Background: an optimization exercise with open tools, aiming at small area, a short achievable clock period and few clock cycles per item. Do not read the settings as production practice.
Only simulation tests tie the RTL to the original design; equivalence was not proved.

// modred_top
module modred_top (
  input  logic              clk_i,
  input  logic              rst_ni,
  input  logic              psel_i,
  input  logic              penable_i,
  input  logic              pwrite_i,
  input  logic [11:0]       paddr_i,
  input  modred_pkg::word_t pwdata_i,
  output modred_pkg::word_t prdata_o,
  output logic              pready_o,
  output logic              pslverr_o
);
  localparam int ROW_W = 4;
  localparam int NROWS = 64 / ROW_W;
  localparam int PTR_W = $clog2(NROWS);
  localparam int IO_ST = 0;
  logic [PTR_W-1:0]                 ptr;
  logic [ROW_W-1:0][32-1:0] last_row;
  logic [ROW_W-1:0]                 tag_v;
  logic [ROW_W-1:0][3:0]            tag_k;
  logic [ROW_W-1:0]                 tag_kind;
  logic [ROW_W-1:0]                 wr_en;
  modred_pkg::word_t                wr_data;
  modred_apb_regs #(
    .ROW_W (ROW_W),
    .NROWS (NROWS),
    .IO_ST (IO_ST)
  ) u_regs (
    .clk_i      (clk_i),
    .rst_ni     (rst_ni),
    .psel_i     (psel_i),
    .penable_i  (penable_i),
    .pwrite_i   (pwrite_i),
    .paddr_i    (paddr_i),
    .pwdata_i   (pwdata_i),
    .prdata_o   (prdata_o),
    .pready_o   (pready_o),
    .pslverr_o  (pslverr_o),
    .ptr_i      (ptr),
    .last_row_i (last_row),
    .tag_v_o    (tag_v),
    .tag_k_o    (tag_k),
    .tag_kind_o (tag_kind),
    .wr_en_o    (wr_en),
    .wr_data_o  (wr_data)
  );
  modred_shared_mem #(
    .ROW_W (ROW_W),
    .NROWS (NROWS),
    .IO_ST (IO_ST)
  ) u_mem (
    .clk_i      (clk_i),
    .tag_v_i    (tag_v),
    .tag_k_i    (tag_k),
    .tag_kind_i (tag_kind),
    .wr_en_i    (wr_en),
    .wr_data_i  (wr_data),
    .ptr_o      (ptr),
    .last_row_o (last_row)
  );
endmodule
For scale: roughly 7600 cells after synthesis, about 2400 flip-flops, roughly 83 I/O pins, about 84000 sq um of cells after synthesis.
Settings: LEC_CHECK=0, ABC_CLOCK_PERIOD_IN_PS=3500, CAP_MARGIN=20, CORE_MARGIN=2, CORE_UTILIZATION=60, PLACE_DENSITY=0.7, SLEW_MARGIN=20; clock period 10.0 ns.
standard.sh (not shown) runs the stock make flow with config.mk's settings and CLKGATE_MAP_FILE= SYNTH_SCRIPT=/design/flow/synth_recipe.tcl, a recipe that flattens the netlist after the stock synthesis.
==> flow/flow/run.sh <==
#!/bin/bash
# Own layout flow: the standard ORFS flow (standard.sh, so the standard
# synthesis unchanged) with three differences in how the layout is made:
#  - timing repair aims for setup slack of SETUP_SLACK_MARGIN ns beyond the
#    10 ns constraint, so cells on the longest paths get sized up;
#  - ports are buffered with sky130_fd_sc_hd__buf_2 rather than the smallest
#    buffer ORFS picks (a delay cell);
#  - clock tree synthesis adds no dummy loads for balancing.
# The clock period, SDC and all checks are the design's. make's output goes to
# flow_make.log here; each ORFS step writes its own full log under orfs/logs/.
set -euo pipefail
export SETUP_SLACK_MARGIN=6.8
export BUFFER_PORTS_ARGS="-buffer_cell sky130_fd_sc_hd__buf_2"
export CTS_ARGS="-sink_clustering_enable -repair_clock_nets -dont_use_dummy_load -sink_clustering_size 35"
bash standard.sh finish > flow_make.log 2>&1
The first run passed the timing, DRC and antenna checks.
Testbench counts at the start, summed over its fixed seeds: cycles 3,722, words 5,120.
Next try:
--- a/flow/flow/run.sh
+++ b/flow/flow/run.sh
@@ -13,3 +13,3 @@
 export BUFFER_PORTS_ARGS="-buffer_cell sky130_fd_sc_hd__buf_2"
-export CTS_ARGS="-sink_clustering_enable -repair_clock_nets -dont_use_dummy_load -sink_clustering_size 35"
+export CTS_ARGS="-sink_clustering_enable -repair_clock_nets -dont_use_dummy_load -sink_clustering_size 30"
 bash standard.sh finish > flow_make.log 2>&1
Settings changed: CORE_UTILIZATION 60 to 55, PLACE_DENSITY 0.7 to 0.65.
After rerunning: Core utilization shrinks by 5.3 points. Via count falls by 0.44%. Clock-buffer cell count came out higher by 2. Wire length came out higher by 1.7%. Sequential cell count does not change. Setup slack got worse by 0.070 ns. Cell area grows by 0.50%.

==> port drivers added, routing unchanged <==
Ports are ideal in the flow. The routed layouts listed here were re-timed in OpenROAD.
Step 1: set_driving_cell puts a clkbuf_16 on clk_i and a buf_2 on each other input, an assumption about the parent block.
Step 2 also shifts input and output timing later by t, the mid clock arrival at the registers, as if the neighbouring blocks saw the same clock.
Slacks: ideal ports / drivers / drivers and shift; pairs: ideal ports / drivers.
run | t (ns) | setup WS [ns] | worst setup path at the end
the first run | 0.894 | 6.563 / 6.563 / 5.799 | input to register
the second run | 0.887 | 6.494 / 6.494 / 5.855 | input to register
After both steps every run listed still meets setup and hold. The setup slack of the first run, which loses most, moves by 0.000 ns with the drivers and by -0.764 ns with both steps.
